What follows belongs to an exercise in optimizing a design on an open flow for small area, a short achievable clock period and few clock cycles; a production flow would make more cautious choices. Function was checked by simulation only, so behaviour that the tests miss may differ from the original. No activity file was given, so power comes from the tool's default toggle rates.

## box_smoothing_3x3_edge_mean
module box_smoothing_3x3_edge_mean
#(
  parameter int MAX_SIDE = 16
) (
  input  logic              clk,
  input  logic              rst,
  input  logic              cfg_write,
  input  logic [SIZE_W-1:0] image_size,
  input  logic              in_valid,
  output logic              in_stall,
  input  logic [PIX_W-1:0]  pixel,
  output logic              out_valid,
  input  logic              out_stall,
  output logic [PIX_W-1:0]  smoothed,
  output logic [POS_W-1:0]  out_row,
  output logic [POS_W-1:0]  out_col,
  output logic              last_of_run,
  output logic              frame_done
);
Size: roughly 1300 cells after synthesis, about 430 flip-flops, ~38 I/O pins.
make LEC_CHECK=0 CAP_MARGIN=20 CORE_MARGIN=2 CORE_UTILIZATION=40 SETUP_SLACK_MARGIN=4.0 SLEW_MARGIN=20 finish   # period 6.5 ns
run.sh (not shown) runs the stock make flow with config.mk's settings and CLKGATE_MAP_FILE= SYNTH_SCRIPT=/design/flow/synth_recipe.tcl, a recipe that flattens the netlist after the stock synthesis.
Testbench counts at the start, summed over its fixed seeds: cycles 10,935.
Next try:
- CORE_UTILIZATION: 40 -> 65
- PLACE_DENSITY: default -> 0.75
- SETUP_SLACK_MARGIN: 4.0 -> 3.9
Outcome:
- die area came out lower by about 40%
- routed wire length increases by 3.5%
- global-route usage rose by 9.6 points
- setup slack hardly moves
- critical path depth does not change

---

Another version of the RTL of box_smoothing_3x3_edge_mean (not shown whole).
Size in the first run: ~390 flip-flops, ~38 I/O pins, ~15,000 um2 of cells after synthesis.
make LEC_CHECK=0 CAP_MARGIN=20 CORE_MARGIN=2 CORE_UTILIZATION=40 SLEW_MARGIN=20 finish   # period 6.5 ns
Testbench counts at the start, summed over its fixed seeds: cycles 10,895.
Then changed:
--- a/flow/config.mk
+++ b/flow/config.mk
@@ -9,3 +9,4 @@
 export CORE_MARGIN = 2
 export CORE_UTILIZATION = 40
+export SETUP_SLACK_MARGIN = 3.8
 export SLEW_MARGIN = 20
- worst hold slack is better by 0.0034 ns
- cell count rose by a few percent
- final area rose by a little under a tenth
- power rose slightly
- wire length rose by roughly a tenth
- via count rose by a little under a tenth

---

== v15 ==
Another version of the RTL of box_smoothing_3x3_edge_mean (not shown whole).
For scale: ~1700 cells after synthesis, ~38 I/O pins.
## box_smoothing_3x3_edge_mean
module box_smoothing_3x3_edge_mean
#(
  parameter int MAX_SIDE = 16
) (
  input  logic              clk,
  input  logic              rst,
  input  logic              cfg_write,
  input  logic [SIZE_W-1:0] image_size,
  input  logic              in_valid,
  output logic              in_stall,
  input  logic [PIX_W-1:0]  pixel,
  output logic              out_valid,
  input  logic              out_stall,
  output logic [PIX_W-1:0]  smoothed,
  output logic [POS_W-1:0]  out_row,
  output logic [POS_W-1:0]  out_col,
  output logic              last_of_run,
  output logic              frame_done
);
export LEC_CHECK = 0
export ABC_AREA = 1
export CAP_MARGIN = 0
export CORE_MARGIN = 2
export CORE_UTILIZATION = 65
export CTS_BUF_LIST = sky130_fd_sc_hd__clkbuf_8
export CTS_CLUSTER_SIZE = 25
export PLACE_DENSITY = 0.75
export SETUP_SLACK_MARGIN = 4.0
export SLEW_MARGIN = 0
create_clock -name core_clock -period 6.5 [get_ports {clk}]
Testbench counts of v15, summed over its fixed seeds: cycles 10,935.
Changes in v36 relative to v15:
- CTS_CLUSTER_DIAMETER now 100, previously not set
- CTS_BUF_LIST no longer set, was sky130_fd_sc_hd__clkbuf_8
- SETUP_SLACK_MARGIN now 3.9, was 4.0
- CTS_CLUSTER_SIZE now 24, was 25
Results
The higher highest cell delay on the worst timing path of v15 and v36 is in v36.
Diff v15 -> v36: post-layout minimum cycle time has increased; achievable clock frequency has decreased; met3 wire length has decreased.
v36 — total power draw about 11% lower, v15 as reference
Diff v15 -> v36: count of clock-buffer cells in the layout moved down, routed wire length moved down, number of nets in the synthesized netlist level, end-of-flow core utilization moved down.
The following lists how v32 was set up differently from v36:
- setting CTS_BUF_LIST to sky130_fd_sc_hd__clkbuf_8 for the first time
- changing CTS_CLUSTER_SIZE from 24 to 25
- removing CTS_CLUSTER_DIAMETER (formerly 100)
- removing ABC_AREA (formerly 1)
- changing SLEW_MARGIN from 0 to 20
- changing CAP_MARGIN from 0 to 20
Results
Normalized max-slew margin: v32 vs v36 up 5.0 points. The number of clock buffers in the layout in v32 is 2.4 times that in v36. Combinational share of power: lower on v32. All of v32 and v36 finish clean. The peak per-stage delay on the critical path reported for v32 is greater than that of v36 by 0.03 ns. Looking at floorplan die area, v32 sits below v36. Synthesized-area fraction occupied by and/or/nand/nor cells ends up lower on v32. Detailed route, v32 vs v36: via total lower for v32. Measured against each other, v32 and v36 differ in layout filler cell count, the higher figure coming from v36.
What v46 does differently from v32 at the input level:
- putting CTS_CLUSTER_DIAMETER at 100 where nothing was set
- clearing CTS_BUF_LIST, which used to be sky130_fd_sc_hd__clkbuf_8
- swapping 25 for 24 in CTS_CLUSTER_SIZE
==> comparison <==
Of the two values seen for highest-delay cell along the critical path, fa_2 was produced by v32 and edfxtp_1 by v46. Summary of v46 over v32: overall via count from detail_route shrank by 3.3%; xor/xnor cell area share of the yosys netlist was more or less identical; cell area decreased 2.3%; share of final layout cell area taken by clock buffers and inverters lower; setup slack went down 0.064 ns. Summary of v46 over v32: post-cts sizing count down about 2.4%, total length of routed met3 wires up about 15%.

[port drivers added, routing unchanged]
How much do the figures lean on ideal ports? The routed layouts below were timed once more, with nothing changed but the port constraints. Step 1 assumes that a clkbuf_16 drives the clock port and a buf_2 every other input. Step 2 also shifts input and output timing later by t, the mid clock arrival at the registers, as if the neighbouring blocks saw the same clock. a / b / c = ideal / step 1 / step 2; a / b = the first two.
| run | t (ns) | setup slack, ns | worst hold slack (ns) | slew at the worst register clock pin (ns) |
|---|---|---|---|---|
| the first run of note 1 | 0.599 | 3.892 / 3.892 / 3.567 | 0.322 / 0.322 / 0.322 | 0.06 / 0.06 |
| the second run of note 1 | 0.587 | 3.892 / 3.892 / 3.409 | 0.325 / 0.325 / 0.325 | 0.07 / 0.07 |
| the first run of note 2 | 0.583 | 2.245 / 2.245 / 2.245 | 0.316 / 0.316 / 0.316 | 0.07 / 0.07 |
| the second run of note 2 | 0.575 | 3.147 / 3.147 / 3.147 | 0.320 / 0.320 / 0.320 | 0.07 / 0.07 |
| v15 | 0.621 | 4.037 / 3.991 / 3.443 | 0.310 / 0.310 / 0.310 | 0.07 / 0.07 |
| v36 | 0.572 | 3.937 / 3.889 / 3.526 | 0.322 / 0.322 / 0.322 | 0.10 / 0.10 |
| v32 | 0.644 | 3.921 / 3.905 / 3.506 | 0.318 / 0.318 / 0.318 | 0.07 / 0.07 |
| v46 | 0.574 | 3.857 / 3.857 / 3.531 | 0.317 / 0.317 / 0.317 | 0.10 / 0.10 |
After both steps setup and hold are still met in every run listed. For v15, which loses most, drivers alone change the setup slack by -0.046 ns; drivers and shift together by -0.594 ns.
